From an optimization exercise on the open Yosys and OpenROAD flow, aimed at small area; shortcuts taken in it are not production practice. Where RTL was checked, it was by simulation tests only, not by an equivalence proof against the original.

==> inputs of run a <==
==> flow/design.v <==
package snake_pkg;
	localparam logic [7:0] apple_seed = 8'hEA;
endpackage
module snake_top (
	input logic clk,
	input logic reset,
	input logic arrow_up,
	input logic arrow_down,
	input logic arrow_left,
	input logic arrow_right,
	output logic [7:0] led_segout,
	output logic [2:0] led_scanout,
	output logic [7:0] matrix_segout_r,
	output logic [7:0] matrix_segout_g,
	output logic [7:0] matrix_scanout
);
	logic [5:0] p;
	logic live;
	logic fresh;
	logic step;
	always_ff @(posedge clk or negedge reset) begin
		if (!reset) begin
			p <= 6'd63;
			live <= 1'b0;
			fresh <= 1'b1;
		end else begin
			p <= p + 6'd1;
			if (!p[0]) live <= 1'b1;
			if (p == 6'd6) fresh <= 1'b0;
		end
	end
	assign step = live && p == 6'd63;
	localparam logic [1:0] d_up = 2'd0;
	localparam logic [1:0] d_right = 2'd1;
	localparam logic [1:0] d_down = 2'd2;
	localparam logic [1:0] d_left = 2'd3;
	logic [1:0] want;
	logic [1:0] req;
	always_ff @(posedge clk or negedge reset) begin
		if (!reset) begin
			want <= d_down;
		end else begin
			if (!arrow_up) want <= d_up;
			else if (!arrow_down) want <= d_down;
			else if (arrow_left) want <= d_left;
			else if (arrow_right) want <= d_right;
		end
	end
	always_ff @(posedge clk) begin
		if (p == 6'd60) req <= want;
	end
	localparam logic [1:0] t_empty = 2'd0;
	logic [1:0] dir;
	logic [5:0] head;
	logic [5:0] tail;
	logic [1:0] tail_head;
	logic [5:0] apple;
	logic [5:0] cand;
	logic [7:0] rnd;
	logic [2:0] tens;
	logic [3:0] units;
	logic over;
	logic [15:0] crow [8];
	logic clr_on;
	logic [1:0] left_turn;
	logic [1:0] tail_turn;
	logic [1:0] next_dir;
	logic [1:0] turn;
	logic [1:0] tail_exit;
	logic [5:0] new_head;
	logic [5:0] new_tail;
	logic hit;
	logic at_apple;
	logic advance;
	logic eat;
	logic [7:0] rnd_step;
	logic cand_busy;
	logic at_addr;
	logic [5:0] clr;
	logic [5:0] left_cell;
	logic [5:0] addr;
	logic [2:0] addr_pos;
	logic [15:0] addr_row;
	logic occ;
	function automatic logic [5:0] move(input logic [5:0] c, input logic [1:0] d);
		move = c;
		case (d)
			d_up: move[5:3] = c[5:3] - 3'd1;
			d_down: move[5:3] = c[5:3] + 3'd1;
			d_left: move[2:0] = c[2:0] - 3'd1;
			d_right: move[2:0] = c[2:0] + 3'd1;
		endcase
	endfunction
	always_comb begin
		if (req == dir + 2'd2) next_dir = dir;
		else next_dir = req;
		new_head = move(head, next_dir);
		turn = (next_dir - dir) ^ 2'd2;
		tail_exit = tail_head + (tail_turn ^ 2'd2);
		if (tens == 3'd0 && units == 4'd0) tail_exit = next_dir;
		new_tail = move(tail, tail_exit);
		addr = step ? new_head : cand;
		addr_pos = addr[5:3] - p[2:0] - 3'd1;
		addr_row = crow[addr_pos];
		occ = addr_row[{addr[2:0], 1'b0} +: 2] != t_empty;
		hit = occ && new_head != tail;
		at_addr = addr == apple;
		at_apple = at_addr;
		left_cell = move(head, dir ^ 2'd2);
		clr = move(tail, tail_head ^ 2'd2);
		rnd_step = rnd ^ (rnd << 7);
		rnd_step = rnd_step ^ (rnd_step >> 5);
		rnd_step = rnd_step ^ (rnd_step << 3);
		cand_busy = (occ && !(clr_on && cand == clr)) || cand == head || at_addr;
	end
	assign advance = step && !over && !hit;
	assign eat = advance && at_apple;
	always_ff @(posedge clk or negedge reset) begin
		if (!reset) begin
			dir <= d_down;
			head <= 6'd0;
			tail <= 6'd0;
			apple <= 6'b011_100;
			cand <= snake_pkg::apple_seed[5:0];
			rnd <= snake_pkg::apple_seed;
			tens <= 3'd0;
			units <= 4'd0;
			over <= 1'b0;
			clr_on <= 1'b0;
			left_turn <= t_empty;
		end else begin
			if (step) begin
				cand <= eat ? rnd_step[5:0] : rnd[5:0];
			end else if (cand_busy && !fresh) begin
				cand <= cand + 6'd39;
			end
			if (step && !over && hit) over <= 1'b1;
			if (advance) begin
				dir <= next_dir;
				if (!at_apple) tail <= new_tail;
				head <= new_head;
				left_turn <= turn;
				clr_on <= !at_apple;
				if (at_apple) begin
					rnd <= rnd_step;
					if (units[3] && units[0]) begin
						units <= 4'd0;
						tens <= tens + 3'd1;
					end else begin
						units <= units + 4'd1;
					end
					if (tens[2] && tens[1] && !units[2] && units[1] && !units[0]) over <= 1'b1;
					else apple <= cand;
				end
			end
		end
	end
	always_ff @(posedge clk) begin
		if (advance && !at_apple) tail_head <= tail_exit;
	end
	logic clr_on_d;
	logic [5:0] clr_d;
	logic [5:0] left_d;
	logic [1:0] left_turn_d;
	logic [2:0] enter_row;
	logic [15:0] enter_new;
	logic [15:0] row_show;
	logic [7:0] show_occ;
	always_comb begin
		clr_on_d = advance ? !at_apple : clr_on;
		clr_d = advance ? tail : clr;
		left_d = advance ? head : left_cell;
		left_turn_d = advance ? turn : left_turn;
		enter_row = p[2:0] + 3'd1;
		enter_new = crow[0];
		if (left_d[5:3] == enter_row) enter_new[{left_d[2:0], 1'b0} +: 2] = left_turn_d;
		if (clr_on_d && clr_d[5:3] == enter_row) enter_new[{clr_d[2:0], 1'b0} +: 2] = t_empty;
	end
	always_ff @(posedge clk) begin
		for (int i = 0; i < 7; i++) crow[i] <= crow[i+1];
		crow[7] <= fresh ? 16'd0 : enter_new;
		if (tail[5:3] == p[2:0]) tail_turn <= crow[7][{tail[2:0], 1'b0} +: 2];
	end
	always_comb begin
		row_show = crow[7];
		for (int c = 0; c < 8; c++) show_occ[c] = row_show[2*c+1] | row_show[2*c];
	end
	logic [7:0] row_g;
	logic [7:0] row_r;
	logic [3:0] digit;
	logic [7:0] seg_code;
	logic [7:0] head_bit;
	logic [7:0] apple_bit;
	always_comb begin
		head_bit = 8'd0;
		if (live && head[5:3] == p[2:0]) head_bit = 8'b1000_0000 >> head[2:0];
		apple_bit = 8'd0;
		if (apple[5:3] == p[2:0]) apple_bit = 8'b1000_0000 >> apple[2:0];
		for (int c = 0; c < 8; c++) row_g[7 - c] = show_occ[c];
		row_g = row_g | head_bit;
		row_r = over ? row_g : (head_bit | apple_bit);
		digit = p[1] ? units : {1'b0, tens};
		case (digit)
			4'd0: seg_code = 8'b11111100;
			4'd1: seg_code = 8'b01100000;
			4'd2: seg_code = 8'b11011010;
			4'd3: seg_code = 8'b11110010;
			4'd4: seg_code = 8'b01100110;
			4'd5: seg_code = 8'b10110110;
			4'd6: seg_code = 8'b10111110;
			4'd7: seg_code = 8'b11100000;
			4'd8: seg_code = 8'b11111110;
			4'd9: seg_code = 8'b11110110;
			default: seg_code = 8'bxxxxxxx0;
		endcase
		if (!(p[2:0] == 3'd2 || (p[2:0] == 3'd1 && tens != 3'd0))) seg_code = 8'd0;
	end
	assign matrix_scanout = live ? (8'd1 << p[2:0]) : 8'd0;
	assign matrix_segout_g = live ? row_g : 8'd0;
	assign matrix_segout_r = row_r;
	assign led_segout = seg_code;
	assign led_scanout = {1'b0, matrix_scanout[2], matrix_scanout[1]};
endmodule
==> flow/flow/run.sh <==
#!/bin/bash
# Layout flow: the standard synthesis, then the combinational logic is
# mapped again with stronger ABC area scripts (registers are left as they
# are: same instances, names and cell types), the smallest result is kept,
# and the standard flow runs on from floorplan to finish.
set -euo pipefail
W=$(pwd)
R=$W/orfs/results/${FLOW_PLATFORM:-sky130hd}/snake_top/base
LIB=$FLOW_HOME/platforms/sky130hd/lib/sky130_fd_sc_hd__tt_025C_1v80.lib
YOSYS=$(command -v yosys || true)
[ -n "$YOSYS" ] || YOSYS=$FLOW_HOME/../tools/install/yosys/bin/yosys

bash standard.sh synth > $W/std_synth.log 2>&1
cp $R/1_2_yosys.v $W/synth_std.v

DU=$(sed -n '/DONT_USE_CELLS/,/^$/p' $FLOW_HOME/platforms/sky130hd/config.mk | grep -o 'sky130_fd_sc_hd__[a-z0-9_]*' | sed 's/^/-dont_use /' | tr '\n' ' ')
remap() {
	local s=$1
	local n=$(basename $s .script)
	cat > $W/remap_$n.ys <<EOS
read_liberty -ignore_miss_func $LIB
setattr -mod -set keep_hierarchy 1 sky130_fd_sc_hd__*df* sky130_fd_sc_hd__*dl*
read_verilog $W/synth_std.v
hierarchy -top $FLOW_TOP
flatten
opt -purge
abc -liberty $LIB $DU -script $s
opt_clean -purge
splitnets
opt_clean -purge
hilomap -singleton -hicell sky130_fd_sc_hd__conb_1 HI -locell sky130_fd_sc_hd__conb_1 LO
insbuf -buf sky130_fd_sc_hd__buf_4 A X
opt_clean -purge
select $FLOW_TOP
tee -o $W/remap_$n.stat stat -liberty $LIB
write_verilog -noattr -nohex -nodec -selected $W/remap_$n.v
EOS
	$YOSYS -s $W/remap_$n.ys > $W/remap_$n.log 2>&1 || true
}
for s in $W/flow/abc_*.script; do
	remap $s &
done
wait

best=""
best_area=""
for s in $W/flow/abc_*.script; do
	n=$(basename $s .script)
	a=$(grep -o "Chip area for module '.$FLOW_TOP': [0-9.]*" $W/remap_$n.stat 2>/dev/null | awk '{print $NF}' || true)
	echo "$n $a" >> $W/remap_areas.txt
	if [ -n "$a" ] && { [ -z "$best_area" ] || awk "BEGIN{exit !($a < $best_area)}"; }; then
		best=$n
		best_area=$a
	fi
done

# the same registers, by instance name and cell type, or keep the standard netlist
regs() { grep -oE '^\s*sky130_fd_sc_hd__\S*(df|dl)\S*\s+\S+' "$1" | awk '{print $1, $2}' | sort; }
if [ -n "$best" ] && [ "$(regs $W/synth_std.v)" == "$(regs $W/remap_$best.v)" ]; then
	echo "using $best ($best_area)" >> $W/remap_areas.txt
	sleep 1
	cp $W/remap_$best.v $R/1_2_yosys.v
	touch $R/1_2_yosys.v
else
	echo "using the standard netlist" >> $W/remap_areas.txt
fi

# port buffers: the smallest buffer, which drives the 0.01 pF loads easily
BUFFER_PORTS_ARGS="-buffer_cell sky130_fd_sc_hd__buf_1" bash standard.sh finish > $W/std_finish.log 2>&1
==> flow/flow/abc_a2.script <==
strash
&get -n
&fraig -x
&put
scorr
dc2
dretime
strash
&get -n
&dch -f
&nf -R 1000
&put
==> flow/flow/abc_b5.script <==
strash
&get -n
&deepsyn -T 60
&put
strash
&get -n
&dch -f
&nf -R 1000
&put
==> flow/flow/abc_c3.script <==
strash
&get -n
&deepsyn -T 60
&put
strash
dch
amap
==> flow/flow/abc_c4.script <==
strash
&get -n
&deepsyn -T 60 -S 2
&put
strash
&get -n
&dch -f
&nf -R 1000
&put
==> flow/standard.sh <==
#!/bin/bash
# synth_recipe.tcl (not shown) runs the flow's synth.tcl, then flattens the netlist and writes it again
# the make line also repeats each setting of config.mk as NAME=value (left out here)
make -C /OpenROAD-flow-scripts/flow DESIGN_CONFIG=/design/flow/config.mk WORK_HOME=/design/flow/orfs CLKGATE_MAP_FILE= SYNTH_SCRIPT=/design/flow/synth_recipe.tcl "${@:-finish}"
==> flow/config.mk <==
export PLATFORM = sky130hd
export DESIGN_NAME = snake_top
export DESIGN_NICKNAME = snake_top
export VERILOG_FILES = /design/flow/design.v
export SDC_FILE = /design/flow/constraint.sdc
export NUM_CORES = 4
export LEC_CHECK = 0
export ABC_AREA = 1
export CAP_MARGIN = 20
export CORE_MARGIN = 2
export CORE_UTILIZATION = 60
export CTS_BUF_LIST = sky130_fd_sc_hd__clkbuf_16
export CTS_CLUSTER_DIAMETER = 60
export CTS_CLUSTER_SIZE = 35
export SLEW_MARGIN = 20
==> flow/constraint.sdc <==
create_clock -name core_clock -period 20.0 [get_ports {clk}]
set_input_delay 4.0000 -clock core_clock [delete_from_list [all_inputs] [get_ports {clk}]]
set_output_delay 4.0000 -clock core_clock [all_outputs]
set_load 0.01 [all_outputs]
==> run b: changes against run a <==
--- a/flow/design.v
+++ b/flow/design.v
@@ -96,3 +96,4 @@
 		else next_dir = req;
-		new_head = move(head, next_dir);
+		new_head = move(head, (step && !over) ? next_dir : dir ^ 2'd2);
+		left_cell = new_head;
 		turn = (next_dir - dir) ^ 2'd2;
@@ -100,3 +101,4 @@
 		if (tens == 3'd0 && units == 4'd0) tail_exit = next_dir;
-		new_tail = move(tail, tail_exit);
+		new_tail = move(tail, advance ? tail_exit : tail_head ^ 2'd2);
+		clr = new_tail;
 		addr = step ? new_head : cand;
@@ -108,4 +110,2 @@
 		at_apple = at_addr;
-		left_cell = move(head, dir ^ 2'd2);
-		clr = move(tail, tail_head ^ 2'd2);
 		rnd_step = rnd ^ (rnd << 7);
--- a/flow/flow/run.sh
+++ b/flow/flow/run.sh
@@ -4,3 +4,5 @@
 # are: same instances, names and cell types), the smallest result is kept,
-# and the standard flow runs on from floorplan to finish.
+# and the standard flow runs on from floorplan to finish, with the
+# smallest buffer for the port buffers and, if flow/cts_args.txt exists,
+# the clock tree options it gives.
 set -euo pipefail
@@ -68,2 +70,7 @@
 # port buffers: the smallest buffer, which drives the 0.01 pF loads easily
-BUFFER_PORTS_ARGS="-buffer_cell sky130_fd_sc_hd__buf_1" bash standard.sh finish > $W/std_finish.log 2>&1
+export BUFFER_PORTS_ARGS="-buffer_cell sky130_fd_sc_hd__buf_1"
+# clock tree options, if the version gives them
+if [ -f $W/flow/cts_args.txt ]; then
+	export CTS_ARGS="$(cat $W/flow/cts_args.txt)"
+fi
+bash standard.sh finish > $W/std_finish.log 2>&1
==> flow/flow/abc_b5.script (replaced) <==
strash
&get -n
&deepsyn -T 90
&put
strash
&get -n
&dch -f
&nf -R 1000
&put
==> flow/flow/abc_c3.script (replaced) <==
strash
&get -n
&deepsyn -T 90
&put
strash
dch
amap
==> flow/flow/abc_c4.script (replaced) <==
strash
&get -n
&deepsyn -T 90 -S 2
&put
strash
&get -n
&dch -f
&nf -R 1000
&put
==> flow/flow/abc_d1.script (new file) <==
strash
&get -n
&deepsyn -T 90 -S 7
&put
strash
dch
amap
==> flow/flow/cts_args.txt (new file) <==
-sink_clustering_enable -repair_clock_nets -buf_list sky130_fd_sc_hd__clkbuf_8 -dont_use_dummy_load
ABC_AREA = unset   (was 1)
CTS_BUF_LIST = sky130_fd_sc_hd__clkbuf_8   (was sky130_fd_sc_hd__clkbuf_16)
CTS_CLUSTER_DIAMETER = unset   (was 60)
CTS_CLUSTER_SIZE = unset   (was 35)
removed: flow/flow/abc_a2.script
==> run c: changes against run a <==
--- a/flow/design.v
+++ b/flow/design.v
@@ -145,3 +145,3 @@
 					rnd <= rnd_step;
-					if (units[3] && units[0]) begin
+					if (units == 4'd9) begin
 						units <= 4'd0;
@@ -151,3 +151,3 @@
 					end
-					if (tens[2] && tens[1] && !units[2] && units[1] && !units[0]) over <= 1'b1;
+					if (tens == 3'd6 && units == 4'd2) over <= 1'b1;
 					else apple <= cand;
@@ -212,4 +212,3 @@
 			4'd8: seg_code = 8'b11111110;
-			4'd9: seg_code = 8'b11110110;
-			default: seg_code = 8'bxxxxxxx0;
+			default: seg_code = 8'b11110110;
 		endcase
CTS_CLUSTER_DIAMETER = 100   (was 60)
CTS_CLUSTER_SIZE = 30   (was 35)
==> results.cfg <==
[setup_path]
reg2reg_from = req[0]$_DFFE_PN_
required_ns = 20.35
path_delay_family = simple AND/OR/NAND/NOR gates
cp-endpoint = crow[7][2]$_SDFF_PP0_
reg2reg_slack_ns = 12.98

[power]
leakagePower_uw = 0.00332

[grt]
grt_busiest_layer = met2
grt_pass1_vias = 5912

[floorplan]
core_sq_um = 12100

[placement]
post-dp-hpwl_um = 15300

[cts]
clk_latency_ns = 0.44

[finish]
multi_input_cells = 553
layout_commonest_cell = dfxtp_1

[run_status]
status = complete, no violations

[route]
via_per_inst = 6.11
[end of results for run c]
==> results.cfg <==
[run_status]
status = complete, no violations

[setup_path]
reg2reg_from = p[2]$_DFF_PN1_
reg2reg_slack_ns = 9.10
path_depth = 46
required_ns = 20.37
path_delay_family = compound AO/OA/AOI/OAI gates

[grt]
grt_pass1_vias = 6440

[power]
leakagePower_uw = 0.00298

[finish]
multi_input_area_share_pct = 35.8
fin_nets = 904
multi_input_cells = 547

[placement]
post-dp-hpwl_um = 16400

[floorplan]
core_sq_um = 12100

[cts]
cts_buffers = 17
clk_latency_ns = 0.47
cts_max_level = 4
[end of results for run b]
==> results.cfg <==
[setup_path]
reg2reg_from = req[0]$_DFFE_PN_
cp-endpoint = crow[7][13]$_SDFF_PP0_
reg2reg_slack_ns = 12.51
path_delay_family = simple AND/OR/NAND/NOR gates
required_ns = 20.33

[cts]
clk_latency_ns = 0.43
cts.path.max_buffers = 2

[finish]
layout_commonest_cell = dfxtp_1
multi_input_cells = 551

[power]
powerClk_uw = 320
leakagePower_uw = 0.00334

[route]
via_per_inst = 6.04

[grt]
grt_busiest_layer = met1
grt_pass1_vias = 5804

[placement]
post-dp-hpwl_um = 13900

[run_status]
status = complete, no violations
[end of results for run a]
Function not checked in run c: the RTL went through the layout flow alone.

[re-timing with driven ports]
The results above use ideal ports. As a check the final layouts listed here were re-extracted and re-timed, cells and wires unchanged. Step 1: set_driving_cell puts a clkbuf_16 on clk and a buf_2 on each other input, an assumption about the parent block. Step 2 moves the port delays by t, midway between the first and last clock arrival at a register: inputs arrive t later, outputs are due t later. That takes back most of the time a late clock gives input paths. Three values: ideal ports, drivers, drivers and shift; two values: the first two.
| run | shift t [ns] | slack for setup (ns) | worst setup path after step 2 | latest minus earliest clock arrival (ns) |
|---|---|---|---|---|
| run a | 0.472 | 12.509 / 12.509 / 12.509 | register to register | 0.008 / 0.008 |
| run b | 0.482 | 9.099 / 9.099 / 9.099 | register to register | 0.044 / 0.044 |
| run c | 0.471 | 12.976 / 12.976 / 12.976 | register to register | 0.011 / 0.011 |
After both steps every run listed still meets setup and hold.
